What follows belongs to an exercise in optimizing a design on an open flow for a short achievable clock period and few clock cycles per item; a production flow would make more cautious choices. The RTL was checked by simulation tests, not by an equivalence proof against the original design.

Design byte_sorter_unit, start of the top module:
module byte_sorter_unit #(
  parameter int unsigned CAPACITY = bsu_pkg::Capacity
) (
  input  logic                     clk_i,
  input  logic                     rst_ni,
  input  logic                     in_valid_i,
  output logic                     in_ready_o,
  input  logic                     func_i,
  input  logic [bsu_pkg::ValW-1:0] data_byte_i,
  output logic                     out_valid_o,
  input  logic                     out_ready_i,
  output logic [bsu_pkg::ValW-1:0] sorted_byte_o,
  output logic                     valid_res_o,
  output logic                     is_last_o,
  output logic                     overflow_o
);
Size in the first run: roughly 3600 flip-flops, roughly 26 I/O pins, about 0.24 sq mm of cells after synthesis.
export LEC_CHECK = 0
export CAP_MARGIN = 20
export CELL_PAD_IN_SITES_DETAIL_PLACEMENT = 1
export CELL_PAD_IN_SITES_GLOBAL_PLACEMENT = 2
export CORE_MARGIN = 2
export CORE_UTILIZATION = 40
export GPL_TIMING_DRIVEN = 1
export PLACE_DENSITY = 0.6
export SLEW_MARGIN = 20
export TNS_END_PERCENT = 20
create_clock -name core_clock -period 10.0 [get_ports {clk_i}]
standard.sh (not shown) runs the stock make flow with config.mk's settings and CLKGATE_MAP_FILE= SYNTH_SCRIPT=/design/flow/synth_recipe.tcl, a recipe that flattens the netlist after the stock synthesis.
==> flow/flow/run.sh <==
#!/bin/bash
set -euo pipefail
cd "$(dirname "$0")/.."
export SETUP_SLACK_MARGIN=6.4
bash standard.sh > flow_standard.log 2>&1
The first run went through all stages and came out clean.
Testbench counts at the start, summed over its fixed seeds: cycles 24,794, items 24,770.
Then changed:
--- a/flow/design.v
+++ b/flow/design.v
@@ -59,17 +59,17 @@
   localparam int unsigned ValW  = bsu_pkg::ValW;
   localparam int unsigned CntW  = bsu_pkg::CntW;
   localparam int unsigned NV    = bsu_pkg::NumValues;
   localparam int unsigned GW    = 4;                
   localparam int unsigned GS    = 1 << GW;
   localparam int unsigned NG    = NV / GS;
   localparam int unsigned FD    = 8;                
   localparam int unsigned FAW   = $clog2(FD);
-  localparam int unsigned SLOTS = FD + 1;           
+  localparam int unsigned SLOTS = FD;               
   localparam int unsigned QW    = $clog2(SLOTS + 2) + 1;
   localparam int unsigned BW    = CntW - 1;
   logic                   in_ready_q;
   logic                   a_store_q, a_take_q;
   logic [GS-1:0]          a_gdec_q, a_ldec_q;
   logic                   accept;
   assign accept = in_valid_i & in_ready_q;
   always_ff @(posedge clk_i or negedge rst_ni) begin
@@ -212,50 +212,43 @@
     end
   end
   assign c_res = {c_byte, b_res_q, b_last_q, b_ovf_q};
   logic [RW-1:0]  fifo_q [FD];
   logic [FAW-1:0] wptr_q, rptr_q;
   logic [FAW:0]   fcnt_q;
   logic           out_valid_q;
   logic [RW-1:0]  out_q;
-  logic           pop, load, fempty, bypass;
-  assign pop    = out_valid_q & out_ready_i;
-  assign load   = ~out_valid_q | out_ready_i;
-  assign fempty = fcnt_q == '0;
-  assign bypass = fempty & load;
-  always_ff @(posedge clk_i) begin
-    if (b_vld_q) begin
+  logic           pop, push;
+  logic [RW-1:0]  head_stay, head_next;
+  assign push = b_vld_q;
+  assign pop  = out_valid_q & out_ready_i;
+  assign head_stay = (fcnt_q == '0) ? c_res : fifo_q[rptr_q];
+  assign head_next = (fcnt_q == (FAW+1)'(1)) ? c_res : fifo_q[rptr_q + FAW'(1)];
+  always_ff @(posedge clk_i) begin
+    if (push) begin
       fifo_q[wptr_q] <= c_res;
     end
+    out_q <= pop ? head_next : head_stay;
   end
   always_ff @(posedge clk_i or negedge rst_ni) begin
     if (!rst_ni) begin
       wptr_q      <= '0;
       rptr_q      <= '0;
       fcnt_q      <= '0;
       out_valid_q <= 1'b0;
     end else begin
-      if (b_vld_q && !bypass) begin
+      if (push) begin
         wptr_q <= wptr_q + FAW'(1);
       end
-      if (load && !fempty) begin
+      if (pop) begin
         rptr_q <= rptr_q + FAW'(1);
       end
-      fcnt_q <= fcnt_q + (FAW+1)'(b_vld_q && !bypass) - (FAW+1)'(load && !fempty);
-      if (load) begin
-        out_valid_q <= !fempty || b_vld_q;
-      end
-    end
-  end
-  always_ff @(posedge clk_i or negedge rst_ni) begin
-    if (!rst_ni) begin
-      out_q <= '0;
-    end else if (load) begin
-      out_q <= fempty ? c_res : fifo_q[rptr_q];
+      fcnt_q      <= fcnt_q + (FAW+1)'(push) - (FAW+1)'(pop);
+      out_valid_q <= push || (fcnt_q > (FAW+1)'(1)) || (fcnt_q == (FAW+1)'(1) && !pop);
     end
   end
   logic          pop_q;
   logic [QW-1:0] pend_q, pend_now;
   assign pend_now = pend_q + QW'(is_take) - QW'(pop_q);
   always_ff @(posedge clk_i or negedge rst_ni) begin
     if (!rst_ni) begin
       pop_q      <= 1'b0;
What happened:
- The new run finished clean
- global-route usage climbs by 0.15 points
- via count goes up by 0.72%
- wire length rose by 1.2%
- setup slack loses 0.090 ns
- count of clock-buffer cells in the layout is lower by 29
Testbench counts after the change, summed over its fixed seeds: cycles 24,794, items 24,770.

==> re-timing with driven ports <==
How much do the figures lean on ideal ports? The routed layouts below were timed once more, with nothing changed but the port constraints. Step 1: set_driving_cell puts a clkbuf_16 on clk_i and a buf_2 on each other input, an assumption about the parent block. Step 2, shift: input delay + t, output delay - t, t = (earliest + latest rising clock arrival at the registers) / 2. This alone moves slack from input paths to output paths. Slacks: ideal ports / drivers / drivers and shift; pairs: ideal ports / drivers.
| run | shift t [ns] | setup WS [ns] | pins driven straight from the clock port |
|---|---|---|---|
| the first run | 1.137 | 6.284 / 6.284 / 5.777 | 1 |
| the second run | 1.163 | 6.194 / 6.194 / 5.281 | 1 |
After both steps setup and hold are still met in every run listed. For the second run, which loses most, drivers alone change the setup slack by 0.000 ns; drivers and shift together by -0.913 ns.
